Context: an optimization exercise on an open-source flow, tuned for small area. The choices shown serve that exercise and are no tape-out recipe.
In this exercise RTL edits were held to simulation tests only and were not proved equivalent to the original.

**design.v**
```verilog
`timescale 1ns/1ps
module key_decode (
    input  logic       clk25,
    input  logic       rst_n,
    input  logic       key_strobe,
    input  logic [7:0] key_code,
    output logic [2:0] turn,      
    output logic       restart
);
    localparam logic [1:0] DIR_UP    = 2'd0;
    localparam logic [1:0] DIR_DOWN  = 2'd1;
    localparam logic [1:0] DIR_LEFT  = 2'd2;
    localparam logic [1:0] DIR_RIGHT = 2'd3;
    logic       is_arrow;
    logic       is_restart;
    logic [1:0] key_dir;
    always_comb begin
        is_arrow = 1'b1;
        key_dir  = DIR_UP;
        case (key_code)
            8'h75:    key_dir = DIR_UP;
            8'h72:  key_dir = DIR_DOWN;
            8'h6B:  key_dir = DIR_LEFT;
            8'h74: key_dir = DIR_RIGHT;
            default:    is_arrow = 1'b0;
        endcase
    end
    assign is_restart = (key_code == 8'h29);
    always_ff @(posedge clk25 or negedge rst_n) begin
        if (!rst_n) begin
            turn[2] <= 1'b0;
            restart <= 1'b0;
        end else begin
            restart <= key_strobe && is_restart;   
            if (key_strobe && is_arrow) begin
                turn[2] <= 1'b1;
            end else if (key_strobe && is_restart) begin
                turn[2] <= 1'b0;
            end
        end
    end
    always_ff @(posedge clk25) begin
        if (key_strobe && is_arrow) begin
            turn[1:0] <= key_dir;
        end
    end
endmodule
`timescale 1ns/1ps
module snake_execute (
    input  logic         clk25,
    input  logic         rst_n,
    input  logic         step,
    input  logic [2:0]   turn,      
    input  logic         restart,
    output logic [12:0]  head,
    output logic [5:0]   apple_x,
    output logic [5:0]   apple_y,
    output logic [3:0]   sc,        
    output logic [15:0]  lmask,     
    output logic [63:0]  uvec,      
    output logic [63:0]  vvec,
    output logic         dead
);
    localparam logic [1:0] DIR_UP    = 2'd0;
    localparam logic [1:0] DIR_DOWN  = 2'd1;
    localparam logic [1:0] DIR_LEFT  = 2'd2;
    localparam logic [1:0] DIR_RIGHT = 2'd3;
    logic [1:0]  dir;
    logic [1:0]  last_dir;
    logic [15:1] su, sv;        
    logic [15:2] lsu, lsv;      
    logic [5:0]  step_mod_x;
    logic [5:0]  step_mod_y;
    logic [6:0]  head_x;
    logic [5:0]  head_y;
    logic [12:0] head_nxt;
    logic        eat, grow, turn_ok, move;
    logic [15:0] cz;            
    assign su[1]      = last_dir[0];
    assign sv[1]      = ~(last_dir[0] ^ last_dir[1]);
    assign su[15:2]   = lsu;
    assign sv[15:2]   = lsv;
    function automatic logic [5:0] inc6(input logic [5:0] x);
        logic c;
        c = 1'b1;
        for (int k = 0; k < 6; k++) begin
            inc6[k] = x[k] ^ c;
            c = c & x[k];
        end
    endfunction
    always_comb begin
        case (sc)
            4'd0:    lmask = 16'h000F;
            4'd1:    lmask = 16'h001F;
            4'd2:    lmask = 16'h003F;
            4'd3:    lmask = 16'h007F;
            4'd4:    lmask = 16'h00FF;
            4'd5:    lmask = 16'h01FF;
            4'd6:    lmask = 16'h03FF;
            4'd7:    lmask = 16'h07FF;
            4'd8:    lmask = 16'h0FFF;
            4'd9:    lmask = 16'h1FFF;
            4'd10:   lmask = 16'h3FFF;
            4'd11:   lmask = 16'h7FFF;
            default: lmask = 16'hFFFF;
        endcase
    end
    function automatic integer wid(input integer i);
        wid = (i < 2) ? 1 : (i < 4) ? 2 : (i < 8) ? 3 : 4;
    endfunction
    assign uvec[3:0] = 4'd0;
    assign vvec[3:0] = 4'd0;
    assign cz[0]     = 1'b0;
    genvar g, k;
    generate
        for (g = 1; g < 16; g++) begin : chain
            localparam integer W = wid(g);
            logic [W-1:0] up, vp, ui, vi, cu, cv;
            assign up = uvec[4*(g-1) +: W];    
            assign vp = vvec[4*(g-1) +: W];
            for (k = 0; k < W; k++) begin : b
                if (g % 2 == 1) begin : dec
                    if (k == 0) begin : l
                        assign cu[k] = ~su[g];
                        assign cv[k] = ~sv[g];
                    end else begin : h
                        assign cu[k] = ~su[g] & ~(|up[k-1:0]);
                        assign cv[k] = ~sv[g] & ~(|vp[k-1:0]);
                    end
                end else begin : inc
                    if (k == 0) begin : l
                        assign cu[k] = su[g];
                        assign cv[k] = sv[g];
                    end else begin : h
                        assign cu[k] = su[g] & (&up[k-1:0]);
                        assign cv[k] = sv[g] & (&vp[k-1:0]);
                    end
                end
            end
            assign ui = up ^ cu;
            assign vi = vp ^ cv;
            if (W < 4) begin : ext
                assign uvec[4*g +: 4] = {{(4 - W){ui[W-1]}}, ui};
                assign vvec[4*g +: 4] = {{(4 - W){vi[W-1]}}, vi};
            end else begin : noext
                assign uvec[4*g +: 4] = ui;
                assign vvec[4*g +: 4] = vi;
            end
            if (g % 2 == 0) begin : z
                assign cz[g] = (ui == '0) && (vi == '0) && lmask[g];
            end else begin : nz
                assign cz[g] = 1'b0;
            end
        end
    endgenerate
    assign head_x = head[6:0];
    assign head_y = head[12:7];
    assign dead = head_x[6] || (head_y[5] && head_y[4]) || (|cz);
    logic       x_en, y_en, dn;
    logic [6:0] x_c, y_c_full;
    logic [5:0] y_c;
    assign dn   = ~dir[0];
    assign x_en = move & dir[1];
    assign y_en = move & ~dir[1];
    always_comb begin
        x_c[0] = x_en;
        for (int k = 1; k < 7; k++) x_c[k] = x_c[k-1] & (head_x[k-1] ^ dn);
        y_c[0] = y_en;
        for (int k = 1; k < 6; k++) y_c[k] = y_c[k-1] & (head_y[k-1] ^ dn);
    end
    assign head_nxt = {head_y ^ y_c, head_x ^ x_c};
    assign eat     = (head_x[5:0] == apple_x) && (head_y == apple_y);
    assign grow    = eat && !(sc[3] && sc[2]);         
    assign turn_ok = turn[2] && (turn[1] != last_dir[1]);
    assign move    = step && !dead;
    logic x_wrap, y_wrap;
    assign x_wrap = &step_mod_x[5:1];
    assign y_wrap = step_mod_y[5] && step_mod_y[3] && step_mod_y[2] && step_mod_y[1];
    always_ff @(posedge clk25 or negedge rst_n) begin
        if (!rst_n) begin
            head       <= {6'd0, 7'd3};
            lsu[3:2]   <= 2'b11;    
            lsv[3:2]   <= 2'b11;
            sc         <= 4'd0;
            dir        <= DIR_RIGHT;
            last_dir   <= DIR_RIGHT;
            apple_x    <= 6'(6);
            apple_y    <= 6'(0);
            step_mod_x <= '0;
            step_mod_y <= '0;
        end else if (restart) begin
            head       <= {6'd0, 7'd3};
            lsu[3:2]   <= 2'b11;
            lsv[3:2]   <= 2'b11;
            sc         <= 4'd0;
            dir        <= DIR_RIGHT;
            last_dir   <= DIR_RIGHT;
            apple_x    <= 6'(6);
            apple_y    <= 6'(0);
            step_mod_x <= '0;
            step_mod_y <= '0;
        end else begin
            if (turn_ok) begin
                dir <= turn[1:0];
            end
            if (step) begin
                step_mod_x <= x_wrap ? 6'd0 : inc6(step_mod_x);
                step_mod_y <= y_wrap ? 6'd0 : inc6(step_mod_y);
            end
            head <= head_nxt;             
            if (move) begin
                last_dir <= dir;
                lsu[3:2] <= su[2:1];
                lsv[3:2] <= sv[2:1];
                if (grow) begin
                    sc <= {sc[3] ^ (&sc[2:0]), sc[2] ^ (&sc[1:0]), sc[1] ^ sc[0], ~sc[0]};
                end
                if (eat) begin
                    apple_x <= step_mod_x;
                    apple_y <= step_mod_y;
                end
            end
        end
    end
    always_ff @(posedge clk25) begin
        if (move) begin
            lsu[15:4] <= su[14:3];
            lsv[15:4] <= sv[14:3];
        end
    end
endmodule
`timescale 1ns/1ps
module pixel_front (
    input  logic [19:0]  pix,      
    input  logic [12:0]  head,
    output logic         on_board,
    output logic [5:0]   cx,
    output logic [5:0]   cy,
    output logic         fit,      
    output logic         z0,       
    output logic         par,      
    output logic [4:0]   hu,
    output logic [4:0]   hv,
    output logic [4:1]   fu,       
    output logic [4:1]   fv
);
    logic [9:0]  px;
    logic [9:0]  py;
    logic [6:0]  dx;
    logic [5:0]  dy;
    logic [5:0]  du, dv;
    assign px = pix[19:10];
    assign py = pix[9:0];
    always_comb begin
        cx = 6'(px / 10'(10));
        cy = 6'(py / 10'(10));
    end
    assign on_board = !(px[9] && (px[8] || px[7]))
                   && !(py[9] || (&py[8:5]));
    function automatic logic [6:0] radd(input logic [6:0] a, input logic [6:0] b, input logic ci);
        logic c;
        c = ci;
        for (int k = 0; k < 7; k++) begin
            radd[k] = a[k] ^ b[k] ^ c;
            c = (a[k] & b[k]) | (c & (a[k] ^ b[k]));
        end
    endfunction
    logic [6:0] dy7, du7, dv7;
    assign dx  = radd(head[6:0], {1'b1, ~cx}, 1'b1);
    assign dy7 = radd({1'b0, head[12:7]}, {2'b11, ~cy}, 1'b1);
    assign dy  = dy7[5:0];
    assign fit = (dx[6:4] == 3'b000 || dx[6:4] == 3'b111)
              && (dy[5:4] == 2'b00  || dy[5:4] == 2'b11);
    assign du7 = radd({2'b00, dx[4], dx[4:0]}, {2'b00, dy[4], dy[4:0]}, 1'b0);
    assign dv7 = radd({2'b00, dx[4], dx[4:0]}, {2'b11, ~dy[4], ~dy[4:0]}, 1'b1);
    assign du  = du7[5:0];
    assign dv  = dv7[5:0];
    assign hu  = du[5:1];
    assign hv  = dv[5:1];
    assign par = du[0];
    assign z0  = (dx == '0) && (dy == '0);
    genvar w;
    generate
        for (w = 1; w <= 4; w++) begin : fits
            assign fu[w] = (hu[4:w-1] == '0) || (hu[4:w-1] == '1);
            assign fv[w] = (hv[4:w-1] == '0) || (hv[4:w-1] == '1);
        end
    endgenerate
endmodule
module pixel_result (
    input  logic         clk25,
    input  logic         rst_n,
    input  logic [19:0]  pix,      
    input  logic [12:0]  head,
    input  logic [5:0]   apple_x,
    input  logic [5:0]   apple_y,
    input  logic [15:0]  lmask,    
    input  logic [63:0]  uvec,
    input  logic [63:0]  vvec,
    output logic [1:0]   q         
);
    logic        on_board;
    logic [5:0]  cx, cy;
    logic        fit, z0, par;
    logic [4:0]  hu, hv;
    logic [4:1]  fu, fv;
    logic [15:0] m;
    logic        hit_snake, hit_apple;
    pixel_front i_front (
        .pix       (pix),
        .head      (head),
        .on_board  (on_board),
        .cx        (cx),
        .cy        (cy),
        .fit       (fit),
        .z0        (z0),
        .par       (par),
        .hu        (hu),
        .hv        (hv),
        .fu        (fu),
        .fv        (fv)
    );
    function automatic integer wid(input integer i);
        wid = (i < 2) ? 1 : (i < 4) ? 2 : (i < 8) ? 3 : 4;
    endfunction
    assign m[0] = z0;
    genvar g;
    generate
        for (g = 1; g < 16; g++) begin : cmp
            localparam integer W = wid(g);
            assign m[g] = (par == 1'(g % 2)) && fu[W] && fv[W]
                       && (hu[W-1:0] == uvec[4*g +: W])
                       && (hv[W-1:0] == vvec[4*g +: W])
                       && lmask[g];
        end
    endgenerate
    assign hit_snake = fit && (|m);
    assign hit_apple = (cx == apple_x) && (cy == apple_y);
    always_ff @(posedge clk25 or negedge rst_n) begin
        if (!rst_n) begin
            q <= 2'b00;
        end else begin
            q[1] <= on_board && !hit_snake;
            q[0] <= on_board && (hit_snake || !hit_apple);
        end
    end
endmodule
`timescale 1ns/1ps
module snake_top (
    input  logic        clk25,
    input  logic        rst_n,
    input  logic        key_strobe,
    input  logic [7:0]  key_code,
    input  logic        step,
    input  logic [19:0] pix,
    output logic [11:0] rgb,
    output logic [12:0] head,
    output logic [12:0] apple,
    output logic [6:0]  score,
    output logic        dead
);
    logic [2:0]  turn;
    logic        restart;
    logic [5:0]  apple_x, apple_y;
    logic [3:0]  sc;
    logic [15:0] lmask;
    logic [63:0] uvec, vvec;
    logic [1:0]  q;
    key_decode i_key_decode (
        .clk25      (clk25),
        .rst_n      (rst_n),
        .key_strobe (key_strobe),
        .key_code   (key_code),
        .turn       (turn),
        .restart    (restart)
    );
    snake_execute i_snake_execute (
        .clk25   (clk25),
        .rst_n   (rst_n),
        .step    (step),
        .turn    (turn),
        .restart (restart),
        .head    (head),
        .apple_x (apple_x),
        .apple_y (apple_y),
        .sc      (sc),
        .lmask   (lmask),
        .uvec    (uvec),
        .vvec    (vvec),
        .dead    (dead)
    );
    pixel_result i_pixel_result (
        .clk25   (clk25),
        .rst_n   (rst_n),
        .pix     (pix),
        .head    (head),
        .apple_x (apple_x),
        .apple_y (apple_y),
        .lmask   (lmask),
        .uvec    (uvec),
        .vvec    (vvec),
        .q       (q)
    );
    assign apple = {apple_y, 1'b0, apple_x};
    assign score = {3'b000, sc};
    assign rgb   = {{4{q[1] & q[0]}}, {4{q[1]}}, {4{q[0]}}};
endmodule
```
**flow/run.sh**
```bash
#!/bin/bash
# ORFS layout through standard.sh, with these changes to how it is made:
#  - synthesis: ABC maps the pixel path (pix -> rgb registers) for delay and
#    everything else for area (abc_pix.script, abc_area.script, ABC_AREA 1);
#  - port buffers are buf_1 cells;
#  - CTS inserts no dummy loads and uses clkbuf_4/clkbuf_8 buffers;
#  - half-adder cells are added to the platform's don't-use list, so ABC
#    maps those sums and carries with the logic around them.
set -uo pipefail
rm -rf scripts_mod
cp -r "$FLOW_HOME/scripts" scripts_mod
cp flow/abc_area.script flow/abc_pix.script scripts_mod/
python3 flow/patch_synth.py scripts_mod/synth.tcl > patch.log 2>&1 || exit 1
export SCRIPTS_DIR=$PWD/scripts_mod
export BUFFER_PORTS_ARGS="-buffer_cell sky130_fd_sc_hd__buf_1"
export CTS_ARGS="-sink_clustering_enable -repair_clock_nets -dont_use_dummy_load -buf_list {sky130_fd_sc_hd__clkbuf_4 sky130_fd_sc_hd__clkbuf_8} -root_buf sky130_fd_sc_hd__clkbuf_8"
DU=$(sed -n '/DONT_USE_CELLS/,/^$/p' "$FLOW_HOME/platforms/$FLOW_PLATFORM/config.mk" | tr -d '\\' | sed 's/export DONT_USE_CELLS += //' | tr -s ' \n' ' ')
echo "DONT_USE_CELLS=$DU" > dont_use.log
bash standard.sh "DONT_USE_CELLS=$DU sky130_fd_sc_hd__ha_1 sky130_fd_sc_hd__ha_2 sky130_fd_sc_hd__ha_4" finish > standard.log 2>&1
```
**flow/abc_area.script**
```
strash
dch
amap
topo
stime -c
```
**flow/abc_pix.script**
```
strash
dch
map -D 3300
topo
```
**flow/patch_synth.py**
```python
# Patch a copy of ORFS's synth.tcl: map the logic in the pixel input's cone
# (pix -> rgb registers) with a delay-driven ABC script first, then the rest
# with the area script.
import sys
p = sys.argv[1]
s = open(p).read()
old = "  log_cmd abc {*}$abc_args\n"
new = '''  set a_pix [lreplace $abc_args 1 1 $::env(SCRIPTS_DIR)/abc_pix.script]
  select -set pixl w:pix %co* t:sky130_fd_sc_hd__* %d
  log_cmd abc {*}$a_pix @pixl
  select -clear
  log_cmd abc {*}$abc_args
'''
assert s.count(old) == 1
open(p, 'w').write(s.replace(old, new))
```
**standard.sh**
```bash
#!/bin/bash
# synth_recipe.tcl (not shown) runs the flow's synth.tcl, then flattens the netlist and writes it again
# the make line also repeats each setting of config.mk as NAME=value (left out here)
make -C /OpenROAD-flow-scripts/flow DESIGN_CONFIG=/design/flow/config.mk WORK_HOME=/design/flow/orfs CLKGATE_MAP_FILE= SYNTH_SCRIPT=/design/flow/synth_recipe.tcl "${@:-finish}"
```
**config.mk**
```make
export PLATFORM = sky130hd
export DESIGN_NAME = snake_top
export DESIGN_NICKNAME = snake_top
export VERILOG_FILES = /design/flow/design.v
export SDC_FILE = /design/flow/constraint.sdc
export NUM_CORES = 4
export LEC_CHECK = 0
export ABC_AREA = 1
export CAP_MARGIN = 0
export CORE_MARGIN = 2
export CORE_UTILIZATION = 40
export GPL_TIMING_DRIVEN = 0
export PLACE_DENSITY = 0.6
export SETUP_SLACK_MARGIN = -0.4
export SLEW_MARGIN = 0
```
**constraint.sdc**
```tcl
create_clock -name core_clock -period 10.0 [get_ports {clk25}]
set_input_delay 2.0000 -clock core_clock [delete_from_list [all_inputs] [get_ports {clk25}]]
set_output_delay 2.0000 -clock core_clock [all_outputs]
set_load 0.01 [all_outputs]
```
==> run notes, run 1 <==
outcome=no timing/DRC/antenna violations; Die Y=137 µm; # diodes=0; FMAX=0.103 GHz; CTS Root Cell=clkbuf_8; vias per inst=5.40; Post-Syn Area=7090 µm²; most used cell, CP=clkinv_1; Area Growth Syn to Fin=12.8%; reg2reg end=i_snake_execute.head[5]$_DFF_PN0_; Hold-fix buffers, CTS=0; CP Launch Type=register; post-synth cell types=52; Worst R2R Start=i_snake_execute.last_dir[0]$_DFFE_PN1P_; detailed placement HPWL=15400 µm; initial antenna violation count=0; Placed Area=7680 µm²; Synth Register Bits=79; Nets=1115; GRT Total Usage=0.222; Final Slew Violations=0; worst stage delay on the critical path=600 ps; Ys Warns=4; HP Class=reg -> reg; Final Hold Vio Count=0; clock input transition at the sequential cells of the worst setup and hold paths=70 ps; buffers added on ports=71; commonest cells after routing, fill and taps aside=180 x clkinv_1, 118 x nor2_1, 111 x nand2_1; Max H-tree Level=3; Hold Crit Depth=0; Top Ports=78; Max-slew headroom=0.160; Tcrit/Tclk final=0.974; clk latency of the worst-skew pair=390 ps; WL per Instance=15.6 µm; total global routing overflow=0; Arr. time, crit path=7740 ps; Post-DRT Antenna Nets=0; worst setup margin=265 ps; hold_sp=i_snake_execute.lsv[4]$_DFFE_PP_; Synth Instances=968; final clock skew=40.0 ps; via count=6955; fraction of registers with async set/reset=0.671; fin area=8000 µm²; Post-synth EDFFs=26; share of cells above drive strength 1=0.0734; vias in the first global route=6503; drc violations=0; Req. time, crit path=8000 ps; Seq/Total Area, Yosys=0.299; Worst Path Max Fanout=6; Setup crit end kind=output pin; mean post-synth cell area=7.33 µm²; Setup Viol. Count Final=0; largest net degree at the start of global routing=38; row count=48; clk buf depth=2; FF-to-FF path depth=45; Chip Width=137 µm; maxcap violations=0; core box area=17300 µm²; GPL Wtd Cong=0.875; min cycle time layout=9740 ps; clock sink count=79; setup slack, reg-to-reg=660 ps; Post-Place Worst Slack=-2360 ps; routed wire length=20100 µm; critical path type=reg -> out; most common cell after layout, fill and taps aside=clkinv_1; TritonRoute pass-1 iters=5; first-pass GRT wire length=32400 µm; Initial Utilization=0.410; slowest cell on the critical path=dfstp_2; CTS Buf Count=9; Worst Hold End=i_snake_execute.lsv[5]$_DFFE_PP_; Iter 0 DRT Violations=329; Slew @ Worst Pin=1230 ps; fin util=0.463; die footprint=18800 µm²; ys flop type=dfrtp_1; CTS tree=done
cell usage after synthesis, types with 18 or more instances:
cell | n | area share
o22ai_1 | 46 | 0.041
clkinv_1 | 183 | 0.097
o21ai_0 | 69 | 0.049
nor3_1 | 22 | 0.016
nand3_1 | 18 | 0.013
nand4_1 | 19 | 0.017
xnor2_1 | 35 | 0.043
xor2_1 | 27 | 0.033
edfxtp_1 | 26 | 0.11
fa_1 | 19 | 0.054
nor2_1 | 120 | 0.064
nand2_1 | 111 | 0.059
dfrtp_1 | 41 | 0.14
a21oi_1 | 56 | 0.040
flip-flops by register name (all words and copies together), names as in the netlist, 4 cells and up:
| register | cells |
|---|---|
| i_snake_execute.apple_x | 6 |
| i_snake_execute.apple_y | 6 |
| i_snake_execute.head | 13 |
| i_snake_execute.lsu | 14 |
| i_snake_execute.lsv | 14 |
| i_snake_execute.sc | 4 |
| i_snake_execute.step_mod_x | 6 |
| i_snake_execute.step_mod_y | 6 |
worst max path at each step:
stage | from | to | cells after the start
after CTS | i_snake_execute.last_dir[0]$_DFFE_PN1P_ | dead | 32
after global routing | i_snake_execute.last_dir[0]$_DFFE_PN1P_ | dead | 33
final | i_snake_execute.last_dir[0]$_DFFE_PN1P_ | dead | 33
after global placement | i_snake_execute.last_dir[0]$_DFFE_PN1P_ | i_snake_execute.head[5]$_DFF_PN0_ | 44
after floorplan | i_snake_execute.last_dir[0]$_DFFE_PN1P_ | i_snake_execute.head[5]$_DFF_PN0_ | 45
after detailed placement | pix[17] | i_pixel_result.q[0]$_DFF_PN0_ | 40
cell families after synthesis:
| group | count (synthesis) | synth area share |
|---|---|---|
| AO/OA/AOI/OAI | 285 | 0.259 |
| XOR/XNOR | 62 | 0.0766 |
| adder cells (fa/ha/maj) | 19 | 0.0536 |
| buffers and inverters | 196 | 0.111 |
| flip-flops | 79 | 0.299 |
| multiplexers | 1 | 0.00159 |
| other | 1 | 0.000529 |
| AND/OR/NAND/NOR | 325 | 0.199 |
layout make-up:
cell class,count,area [µm²]
Buffer,13,97.6
Clock buffer,9,124
Fill cell,1816,9290
Inverter,183,694
Multi-Input combinational cell,697,4330
Sequential cell,79,2120
Tap cell,225,282
Timing Repair Buffer,81,355
critical path, delay by kind of cell (launching register included):
family	cells	cell delay (ps)
AOI/OAI and AO/OA	14	3710
adders and majority gates	1	510
DFF	1	600
and+or+nand+nor	6	770
buffers and inverters	12	1800
metal layers:
layer / vias to the layer above / global-route usage / share of wire
li1: 3561 / - / -
met1: 3213 / 0.300 / 0.47
met2: 158 / 0.362 / 0.46
met3: 23 / 0.0407 / 0.048
met4: 0 / 0.0607 / 0.015
met5: - / 0 / 0
repair_timing:
| action | 4_1_cts | 5_1_grt |
|---|---|---|
| cloned | 1 | 0 |
| setup endpoints to repair | 5 | 22 |
| resized for setup | 9 | 40 |
| pin swaps | 0 | 4 |
| setup buffers | 1 | 8 |
| hold endpoints to repair | 0 | 0 |
stage by stage:
step,TNS [ps],std cells,hold slack [ps]
floorplan,0,971,444
global placement,-47220,1267,455
detailed placement,-7230,1268,457
CTS,-1300,1279,466
global route,-1760,1287,491
finish,0,1287,469
==> run 2, diff against run 1 <==
--- a/config.mk
+++ b/config.mk
@@ -11,5 +11,5 @@
 export CORE_UTILIZATION = 40
 export GPL_TIMING_DRIVEN = 0
 export PLACE_DENSITY = 0.6
-export SETUP_SLACK_MARGIN = -0.4
+export SETUP_SLACK_MARGIN = -0.25
 export SLEW_MARGIN = 0
==> run 2 against run 1 <==
Compared with the run above:
- worst hold slack hardly changed
- largest cell class unchanged
- final area is 0.16% higher
- routed wire length hardly changed
- worst setup slack better by 190 ps
==> run notes, run 2 <==
Nets=1115 (unchanged); Chip Width=137 µm (unchanged); Max H-tree Level=3 (unchanged); row count=48 (unchanged); fin util=0.463 (+0.000723); Die Y=137 µm (unchanged); Setup Viol. Count Final=0 (unchanged); via count=6947 (-0.12%); FMAX=0.105 GHz (+2.0%); Worst Path Max Fanout=11 (+5); area of the multi-input gates=4340 µm² (+0.29%); commonest cells in the netlist=183 x clkinv_1, 120 x nor2_1, 111 x nand2_1; Synth Area in Compound Gates=0.259 (unchanged); Synth top area share=0.145 (unchanged); Hold WS=469 ps (+0.0240 ps); clock input transition at the sequential cells of the worst setup and hold paths=70 ps (about the same); routed wire length=20100 µm (about the same); top cells by area, synth=dfrtp_1 14%, edfxtp_1 11%, clkinv_1 9.7%, nor2_1 6.4%, nand2_1 5.9%; Worst Setup EP=i_pixel_result.q[0]$_DFF_PN0_; Iter 0 DRT Violations=323 (-1.8%); Post-Syn Area=7090 µm² (unchanged); GRT Total Usage=0.222 (about the same); CTS Buf Count=9 (unchanged); largest registers=i_snake_execute.lsu x14, i_snake_execute.lsv x14, i_snake_execute.head x13; maxcap violations=0 (unchanged); CTS Root Cell=clkbuf_8; largest family of logic cells by synthesized area=compound AO/OA/AOI/OAI gates; Hold-fix buffers, CTS=0 (unchanged); Ys Warns=4 (unchanged); Reg area=2120 µm² (unchanged); Area Growth Syn to Fin=13.0%; GPL Wtd Cong=0.875 (unchanged); TritonRoute pass-1 iters=5 (unchanged); CTS tree=done; XOR/XNOR share of the synthesized area=0.0766 (unchanged); outcome=no timing/DRC/antenna violations; drc violations=0 (unchanged); Final Hold Vio Count=0 (unchanged); Critical Path Start=pix[19]; Slew @ Worst Pin=1290 ps (+58.0 ps); core box area=17300 µm² (unchanged); initial antenna violation count=0 (unchanged); Post-synth EDFFs=26 (unchanged); detailed placement HPWL=15400 µm (unchanged); ys flop type=dfrtp_1; share of cells above drive strength 1=0.0763 (+0.00282); total global routing overflow=0 (unchanged); vias in the first global route=6511 (+0.12%); multiplexer share of the synthesized area=0.00159 (unchanged); setup slack, reg-to-reg=860 ps (+200 ps); Post-DRT Antenna Nets=0 (unchanged); clk latency of the worst-skew pair=400 ps (about the same); Seq/Total Area, Yosys=0.299 (unchanged); Setup crit end kind=register; count leader, synth=clkinv_1; largest net degree at the start of global routing=38 (unchanged); # fillers=1820 (+0.22%); HP Class=reg -> reg; Worst R2R Start=i_snake_execute.last_dir[0]$_DFFE_PN1P_; critical path type=in -> reg; clk buf depth=2 (unchanged); first-pass GRT wire length=32400 µm (+0.11%); reg2reg end=i_snake_execute.head[5]$_DFF_PN0_; WL per Instance=15.6 µm (about the same); Synth Area in Adders=0.0536 (unchanged); buffers added on ports=71 (unchanged); Req. time, crit path=10240 ps (+2240 ps); Synth Register Bits=79 (unchanged); vias per inst=5.40 (-0.12%); Max-slew headroom=0.121 (-0.0397); clock sink count=79 (unchanged); Synth Instances=968 (unchanged); most common cell after layout, fill and taps aside=clkinv_1; worst stage delay on the critical path=530 ps (-70 ps); mean post-synth cell area=7.33 µm² (unchanged); slowest cell on the critical path=fa_2; Top Ports=78 (unchanged); die footprint=18800 µm² (unchanged); # diodes=0 (unchanged); FF-to-FF path depth=45 (unchanged); Initial Utilization=0.410 (unchanged); Tcrit/Tclk final=0.954 (-0.0190); final clock skew=44.7 ps (+4.72 ps); commonest cells after routing, fill and taps aside=180 x clkinv_1, 118 x nor2_1, 111 x nand2_1; min cycle time layout=9540 ps (-190 ps); Arr. time, crit path=9790 ps (+2050 ps); most used cell, CP=nor2_1; post-synth cell types=52 (unchanged); Final Slew Violations=0 (unchanged); simple-gate portion of the synthesized area=0.199 (unchanged); fraction of registers with async set/reset=0.671 (unchanged); area leader, netlist=dfrtp_1; CP Launch Type=input pin
## run 2: cell counts after synthesis
No cell type changed its count.
## run 2: worst min-delay path by stage
stage / startpoint / end / slack (ps) / depth (start not counted)
6_report: i_snake_execute.lsv[4]$_DFFE_PP_ / i_snake_execute.lsv[5]$_DFFE_PP_ / 470 / 0
2_1_floorplan: i_snake_execute.lsu[10]$_DFFE_PP_ / i_snake_execute.lsu[11]$_DFFE_PP_ / 440 / 0
5_1_grt: i_snake_execute.step_mod_x[5]$_DFFE_PN0P_ / i_snake_execute.step_mod_x[5]$_DFFE_PN0P_ / 490 / 1
3_5_place_dp: i_snake_execute.lsu[4]$_DFFE_PP_ / i_snake_execute.lsu[5]$_DFFE_PP_ / 460 / 0
3_3_place_gp: i_snake_execute.lsu[8]$_DFFE_PP_ / i_snake_execute.lsu[9]$_DFFE_PP_ / 460 / 0
4_1_cts: i_snake_execute.lsu[4]$_DFFE_PP_ / i_snake_execute.lsu[5]$_DFFE_PP_ / 470 / 0
## run 2: repair_timing
action / 4_1_cts / 5_1_grt
hold endpoints to repair: 0 / 0
buffers inserted: 1 / 8
endpoints found under the setup margin: 7 / 14
resized for setup: 13 / 46
gates cloned: 1 / 0
pin swaps: 1 / 4
## run 2: layout make-up
| cell class | instances | share of cell area |
|---|---|---|
| Sequential cell | 79 | 0.265 |
| Clock buffer | 9 | 0.0155 |
| Buffer | 13 | 0.0122 |
| Timing Repair Buffer | 81 | 0.0443 |
| Inverter | 183 | 0.0866 |
| Tap cell | 225 | 0.0351 |
| Multi-Input combinational cell | 697 | 0.542 |
## run 2: cells by family (layout without fill, tap and decap cells)
logic type / Yosys count / after routing
simple gates: 325 / 326
fa+ha+maj: 19 / 19
buf+inv: 196 / 286
compound gates: 285 / 285
mux: 1 / 1
other cells: 1 / 4
xor+xnor: 62 / 62
flops: 79 / 79
## run 2: metrics by stage
stage,cell area (µm²),std cells,setup slack (ps),TNS (ps)
2_1_floorplan,7100,971,415,0
3_3_place_gp,7650,1267,-2170,-47220
3_5_place_dp,7680,1268,-2360,-7230
4_1_cts,7860,1279,-248,-644
5_1_grt,8020,1287,-225,-720
6_report,8020,1287,455,0
## run 2: worst max-delay path: cells and delay by family
family,cells,cell delay [ps]
compound gates,13,2720
fa+ha+maj,5,2310
buf+inv,6,780
xor+xnor,1,210
simple gates,13,1750
## run 2: per-layer routing
layer  global-route usage  wire (µm)
met2                0.362       9360
met3               0.0407        919
met5                    0          0
met1                0.301       9490
met4               0.0607        304
==> run 3, diff against run 2 <==
--- a/config.mk
+++ b/config.mk
@@ -8,8 +8,8 @@
 export ABC_AREA = 1
 export CAP_MARGIN = 0
 export CORE_MARGIN = 2
-export CORE_UTILIZATION = 40
+export CORE_UTILIZATION = 50
 export GPL_TIMING_DRIVEN = 0
-export PLACE_DENSITY = 0.6
+export PLACE_DENSITY = 0.65
 export SETUP_SLACK_MARGIN = -0.25
 export SLEW_MARGIN = 0
==> run 3 against run 2 <==
Compared with the run above:
- still clean
- routed wire length decreased by 4.1%
- sequential share of layout area up 0.26 points
- utilization up 11 points
- count of clock-buffer cells in the layout stayed put
- final area decreased by 0.98%
- non-clock buffer count decreased by 4
==> run notes, run 3 <==
hold_sp=i_snake_execute.lsv[12]$_DFFE_PP_; FMAX=0.104 GHz (-0.97%); setup slack, reg-to-reg=600 ps (-260 ps); reg2reg end=i_snake_execute.head[5]$_DFF_PN0_; total global routing overflow=0 (unchanged); Top Ports=78 (unchanged); Hold Crit Depth=0 (unchanged); Synth top area share=0.145 (unchanged); via count=6976 (+0.42%); HP Class=reg -> reg; first-pass GRT wire length=30200 µm (-6.9%); Slew @ Worst Pin=1190 ps (-91.6 ps); Die Y=123 µm (-10%); clock sink count=79 (unchanged); Final Slew Violations=0 (unchanged); TritonRoute pass-1 iters=7 (+2); row count=43 (-10%); Chip Width=123 µm (-10%); most common cell after layout, fill and taps aside=clkinv_1; buffers added on ports=71 (unchanged); ys flop type=dfrtp_1; Req. time, crit path=8000 ps (-2240 ps); clock input transition at the sequential cells of the worst setup and hold paths=80 ps (about the same); post-synth cell types=52 (unchanged); initial antenna violation count=0 (unchanged); Hold WS=477 ps (+7.55 ps); Post-Syn Area=7090 µm² (unchanged); commonest cells after routing, fill and taps aside=179 x clkinv_1, 117 x nor2_1, 111 x nand2_1; top cells by area, synth=dfrtp_1 14%, edfxtp_1 11%, clkinv_1 9.7%, nor2_1 6.4%, nand2_1 5.9%; clk latency of the worst-skew pair=390 ps (about the same); GPL Wtd Cong=0.859 (-1.8%); Ys Warns=4 (unchanged); Max-slew headroom=0.183 (+0.0627); commonest cells in the netlist=183 x clkinv_1, 120 x nor2_1, 111 x nand2_1; vias per inst=5.63 (+4.4%); CP Launch Type=register; Worst Path Max Fanout=6 (-5); Tcrit/Tclk final=0.964 (+0.00933); # diodes=0 (unchanged); largest net degree at the start of global routing=42 (+11%); Initial Utilization=0.511 (+0.101); Setup crit end kind=output pin; most used cell, CP=clkinv_1; CTS tree=done; share of cells above drive strength 1=0.0766 (+0.000288); critical path type=reg -> out; slowest cell on the critical path=dfstp_2; Nets=1111 (-0.36%); Synth Register Bits=79 (unchanged); vias in the first global route=5978 (-8.2%); worst stage delay on the critical path=640 ps (+110 ps); largest registers=i_snake_execute.lsu x14, i_snake_execute.lsv x14, i_snake_execute.head x13; Worst R2R Start=i_snake_execute.last_dir[0]$_DFFE_PN1P_; WL per Instance=15.5 µm (-0.33%); outcome=no timing/DRC/antenna violations; die footprint=15200 µm² (-19%); detailed placement HPWL=14600 µm (-4.8%); fraction of registers with async set/reset=0.671 (unchanged); routed wire length=19200 µm (-4.1%); Seq/Total Area, Yosys=0.299 (unchanged); Post-synth EDFFs=26 (unchanged); drc violations=0 (unchanged); Final Hold Vio Count=0 (unchanged); fin area=7940 µm² (-0.98%); Iter 0 DRT Violations=587 (+82%); Arr. time, crit path=7640 ps (-2150 ps); mean post-synth cell area=7.33 µm² (unchanged); worst setup margin=362 ps (-93.3 ps); GRT Total Usage=0.259 (+0.0377); clk buf depth=2 (unchanged); maxcap violations=0 (unchanged); Post-DRT Antenna Nets=0 (unchanged); Setup Viol. Count Final=0 (unchanged); Placed Area=7620 µm² (-0.73%); Max H-tree Level=3 (unchanged); final clock skew=27.2 ps (-17.5 ps); Worst Hold End=i_snake_execute.lsv[13]$_DFFE_PP_; count leader, synth=clkinv_1; Area Growth Syn to Fin=11.9%; Post-Place Worst Slack=-1720 ps (+637 ps); area leader, netlist=dfrtp_1; CTS Root Cell=clkbuf_8; FF-to-FF path depth=44 (-2.2%); CTS Buf Count=9 (unchanged); core box area=13900 µm² (-20%); min cycle time layout=9640 ps (+93.3 ps); Synth Instances=968 (unchanged)
==> run 3: cell counts after synthesis <==
Identical to the previous run, type by type.
==> run 3: how the worst max path moves through the flow <==
stage | slack, ps | cells after the start | endpoint | from
after floorplan | 410 | 45 | i_snake_execute.head[5]$_DFF_PN0_ | i_snake_execute.last_dir[0]$_DFFE_PN1P_
after global placement | -2260 | 42 | i_snake_execute.head[5]$_DFF_PN0_ | i_snake_execute.last_dir[0]$_DFFE_PN1P_
after detailed placement | -1720 | 38 | i_pixel_result.q[0]$_DFF_PN0_ | pix[17]
after CTS | -240 | 41 | i_pixel_result.q[0]$_DFF_PN0_ | pix[17]
after global routing | -290 | 32 | dead | i_snake_execute.last_dir[0]$_DFFE_PN1P_
final | 360 | 32 | dead | i_snake_execute.last_dir[0]$_DFFE_PN1P_
==> run 3: area by class of cell <==
type / instances / area [µm²]
inverters: 183 / 698
repair buffers: 77 / 325
multi-input cells: 697 / 4340
clock buffers: 9 / 124
flip-flops and latches: 79 / 2120
well taps: 180 / 225
plain buffers: 13 / 97.6
fillers: 1358 / 5940
==> run 3: worst max-delay path: cells and delay by family, from the launching register on <==
family,cells,cell delay [ps]
compound gates,13,3650
fa+ha+maj,1,570
buf+inv,13,1880
flops,1,640
simple gates,5,510
==> run 3: per-stage QoR <==
step / std cells / util / setup TNS [ps]
3_5_place_dp: 1223 / 0.549 / -6130
5_1_grt: 1238 / 0.572 / -1090
4_1_cts: 1234 / 0.562 / -613
3_3_place_gp: 1222 / 0.547 / -45540
2_1_floorplan: 971 / - / 0
6_report: 1238 / 0.572 / 0
==> run 3: kinds of logic after synthesis <==
logic type,Yosys count,share of synthesized area
AND/OR/NAND/NOR,325,0.199
AO/OA/AOI/OAI,285,0.259
buffers and inverters,196,0.111
flip-flops,79,0.299
XOR/XNOR,62,0.0766
adder cells (fa/ha/maj),19,0.0536
other,1,0.000529
multiplexers,1,0.00159
==> run 3: repair_timing <==
item | CTS | global route
gates resized for setup | 14 | 45
cloned | 1 | 0
buffers inserted | 1 | 4
pin swaps | 0 | 5
hold endpoints to repair | 0 | 0
endpoints found under the setup margin | 8 | 8
hold buffers | 0 | 0
==> run 3: layer usage <==
metal | global-route usage | wire length, µm | part of all wire | up-vias
met5 | 0 | 0 | 0 | -
met4 | 0.0902 | 393 | 0.020 | 0
met3 | 0.0387 | 1210 | 0.063 | 31
met2 | 0.396 | 8610 | 0.45 | 203
met1 | 0.376 | 9030 | 0.47 | 3165
li1 | - | - | - | 3577
==> run 4, diff against run 3 <==
--- a/config.mk
+++ b/config.mk
@@ -8,8 +8,8 @@
 export ABC_AREA = 1
 export CAP_MARGIN = 0
 export CORE_MARGIN = 2
-export CORE_UTILIZATION = 50
+export CORE_UTILIZATION = 30
 export GPL_TIMING_DRIVEN = 0
-export PLACE_DENSITY = 0.65
+export PLACE_DENSITY = 0.55
 export SETUP_SLACK_MARGIN = -0.25
 export SLEW_MARGIN = 0
==> run 4 against run 3 <==
Compared with the run above:
- routed wire length up 7.7%
- final area up 2.3%
- utilization down 22 points
==> run notes, run 4 <==
outcome=no timing/DRC/antenna violations; Post-DRT Antenna Nets=0 (unchanged); Top Layer Used=met4; CP Launch Type=input pin; critical path type=in -> reg; Synth Area in Adders=0.0536 (unchanged); mean post-synth cell area=7.33 µm² (unchanged); clk latency of the worst-skew pair=380 ps (about the same); most used cell, CP=nand2_1; maxcap violations=0 (unchanged); total global routing overflow=0 (unchanged); Nets=1114 (+0.27%); Iter 0 DRT Violations=380 (-35%); vias in the first global route=6571 (+9.9%); Reg area=2120 µm² (unchanged); area of the multi-input gates=4330 µm² (-0.32%); Met2 Routed Length=9600 µm (+12%); Area Growth Syn to Fin=14.5%; worst stage delay on the critical path=590 ps (-50 ps); count leader, synth=clkinv_1; CTS Buf Count=9 (unchanged); # fillers=2498 (+84%); fin util=0.348 (-0.224); GPL Wtd Cong=0.856 (-0.36%); Req. time, crit path=10250 ps (+2250 ps); share of cells above drive strength 1=0.0773 (+0.000726); clock input transition at the sequential cells of the worst setup and hold paths=80 ps (about the same); FMAX=0.104 GHz (+0.42%); Synth Instances=968 (unchanged); simple-gate portion of the synthesized area=0.199 (unchanged); Max-slew headroom=0.272 (+0.0885); Setup Viol. Count Final=0 (unchanged); Slew @ Worst Pin=1060 ps (-129 ps); reg2reg end=i_snake_execute.head[5]$_DFF_PN0_; Max H-tree Level=3 (unchanged); setup slack, reg-to-reg=810 ps (+210 ps); Die Y=158 µm (+28%); initial antenna violation count=0 (unchanged); fraction of registers with async set/reset=0.671 (unchanged); routed wl met3=1020 µm (-16%); min cycle time layout=9600 ps (-39.8 ps); Arr. time, crit path=9850 ps (+2210 ps); area leader, netlist=dfrtp_1; Seq/Total Area, Yosys=0.299 (unchanged); Hold WS=464 ps (-13.4 ps); vias per inst=5.08 (-9.9%); commonest cells in the netlist=183 x clkinv_1, 120 x nor2_1, 111 x nand2_1; clock sink count=79 (unchanged); Chip Width=158 µm (+28%); buffers added on ports=71 (unchanged); Initial Utilization=0.304 (-0.207); clk buf depth=2 (unchanged); largest net degree at the start of global routing=33 (-21%); CTS tree=done; Top Ports=78 (unchanged); WL per Instance=15.0 µm (-3.4%); largest registers=i_snake_execute.lsu x14, i_snake_execute.lsv x14, i_snake_execute.head x13; routed wire length=20700 µm (+7.7%); Post-Layout Cell Count=1380 (+11%); via count=7005 (+0.42%); commonest cells after routing, fill and taps aside=179 x clkinv_1, 118 x nor2_1, 111 x nand2_1; top cells by area, synth=dfrtp_1 14%, edfxtp_1 11%, clkinv_1 9.7%, nor2_1 6.4%, nand2_1 5.9%; die footprint=24900 µm² (+64%); ys flop type=dfrtp_1; first-pass GRT wire length=33500 µm (+11%); M1 wire length=9760 µm (+8.1%); Critical Path Start=pix[18]; largest family of logic cells by synthesized area=compound AO/OA/AOI/OAI gates; detailed placement HPWL=15800 µm (+7.9%); XOR/XNOR share of the synthesized area=0.0766 (unchanged); FF-to-FF path depth=45 (+2.3%); TritonRoute pass-1 iters=7 (unchanged); Synth Area in Compound Gates=0.259 (unchanged); Final Hold Vio Count=0 (unchanged); post-synth cell types=52 (unchanged); Final Slew Violations=0 (unchanged); # diodes=0 (unchanged); Post-Place Worst Slack=-1720 ps (+5.82 ps); worst setup margin=402 ps (+39.8 ps); HP Class=reg -> reg; Synth top area share=0.145 (unchanged); Post-Syn Area=7090 µm² (unchanged); Worst R2R Start=i_snake_execute.last_dir[0]$_DFFE_PN1P_; Ys Warns=4 (unchanged); Placed Instances=1362 (+11%); Tcrit/Tclk final=0.960 (-0.00398); multiplexer share of the synthesized area=0.00159 (unchanged); CTS Root Cell=clkbuf_8; Setup crit end kind=register; row count=56 (+30%); most common cell after layout, fill and taps aside=clkinv_1; Worst Setup EP=i_pixel_result.q[1]$_DFF_PN0_; Post-synth EDFFs=26 (unchanged); drc violations=0 (unchanged); core box area=23300 µm² (+68%); Hold Crit Depth=0 (unchanged); Worst Path Max Fanout=14 (+8); GRT Total Usage=0.170 (-0.0889); Synth Register Bits=79 (unchanged); slowest cell on the critical path=a2111oi_0; final clock skew=22.1 ps (-5.15 ps)
## run 4: cell counts after synthesis
No cell type changed its count.
## run 4: cell families after synthesis
family                   count (synthesis)
AND/OR/NAND/NOR                        325
AO/OA/AOI/OAI                          285
buffers and inverters                  196
XOR/XNOR                                62
other                                    1
adder cells (fa/ha/maj)                 19
multiplexers                             1
flip-flops                              79
## run 4: routing by layer
| metal | up-vias | global-route usage |
|---|---|---|
| met1 | 3266 | 0.227 |
| met4 | 0 | 0.0485 |
| met2 | 141 | 0.277 |
| met5 | - | 0 |
| met3 | 24 | 0.0381 |
| li1 | 3574 | - |
## run 4: how the worst min path moves through the flow
stage	from	to	slack, ps
detailed placement	i_snake_execute.lsu[4]$_DFFE_PP_	i_snake_execute.lsu[5]$_DFFE_PP_	460
floorplan	i_snake_execute.lsu[10]$_DFFE_PP_	i_snake_execute.lsu[11]$_DFFE_PP_	440
finish	i_snake_execute.lsu[4]$_DFFE_PP_	i_snake_execute.lsu[5]$_DFFE_PP_	460
global route	i_snake_execute.lsu[4]$_DFFE_PP_	i_snake_execute.lsu[5]$_DFFE_PP_	500
CTS	i_snake_execute.lsu[4]$_DFFE_PP_	i_snake_execute.lsu[5]$_DFFE_PP_	460
global placement	i_key_decode.turn[0]$_DFFE_PP_	i_snake_execute.dir[0]$_DFFE_PN1P_	460
## run 4: area by class of cell
| class | count | area share |
|---|---|---|
| buffer | 13 | 0.0120 |
| clock buffer | 9 | 0.0153 |
| inverter | 183 | 0.0860 |
| multi-input combinational | 697 | 0.533 |
| sequential | 79 | 0.261 |
| tap | 319 | 0.0492 |
| timing repair buffer | 80 | 0.0428 |
## run 4: stage by stage
step | TNS [ps] | area [µm²]
floorplan | 0 | 7100
global route | -1180 | 8120
global placement | -53320 | 7770
CTS | -557 | 7960
finish | 0 | 8120
detailed placement | -6290 | 7800
## run 4: worst max-delay path, delay by kind of cell
family / cells / cell delay [ps]
fa+ha+maj: 5 / 2220
simple gates: 15 / 1900
xor+xnor: 1 / 190
compound gates: 11 / 2870
buf+inv: 6 / 640
## run 4: timing repair
item,4_1_cts,5_1_grt
hold buffers,0,0
gates cloned,1,0
endpoints found under the setup margin,7,27
resized for setup,11,44
pin swaps,0,5
setup buffers,1,7

[re-timing with driven ports]
Ports are ideal in the flow. The routed layouts listed here were re-timed in OpenROAD.
Step 1 assumes that a clkbuf_16 drives the clock port and a buf_2 every other input.
Step 2 moves the port delays by t, midway between the first and last clock arrival at a register: inputs arrive t later, outputs are due t later. That takes back most of the time a late clock gives input paths.
Slacks: ideal / step 1 / step 2; pairs: ideal / step 1.
run | shift t [ns] | setup slack, ns | clock arrival spread, ns | slew at the worst register clock pin (ns) | worst data-port slew with drivers (ns)
run 1 | 0.411 | 0.265 / 0.226 / -0.087 | 0.040 / 0.040 | 0.11 / 0.11 | 0.04
run 2 | 0.415 | 0.455 / 0.427 / 0.047 | 0.045 / 0.045 | 0.11 / 0.11 | 0.04
run 3 | 0.413 | 0.362 / 0.321 / 0.099 | 0.028 / 0.028 | 0.09 / 0.09 | 0.03
run 4 | 0.409 | 0.402 / 0.423 / 0.014 | 0.023 / 0.022 | 0.09 / 0.09 | 0.04
Met with ideal ports but missed after step 2: setup timing in run 1. For run 2, which loses most, drivers alone change the setup slack by -0.028 ns; drivers and shift together by -0.408 ns.
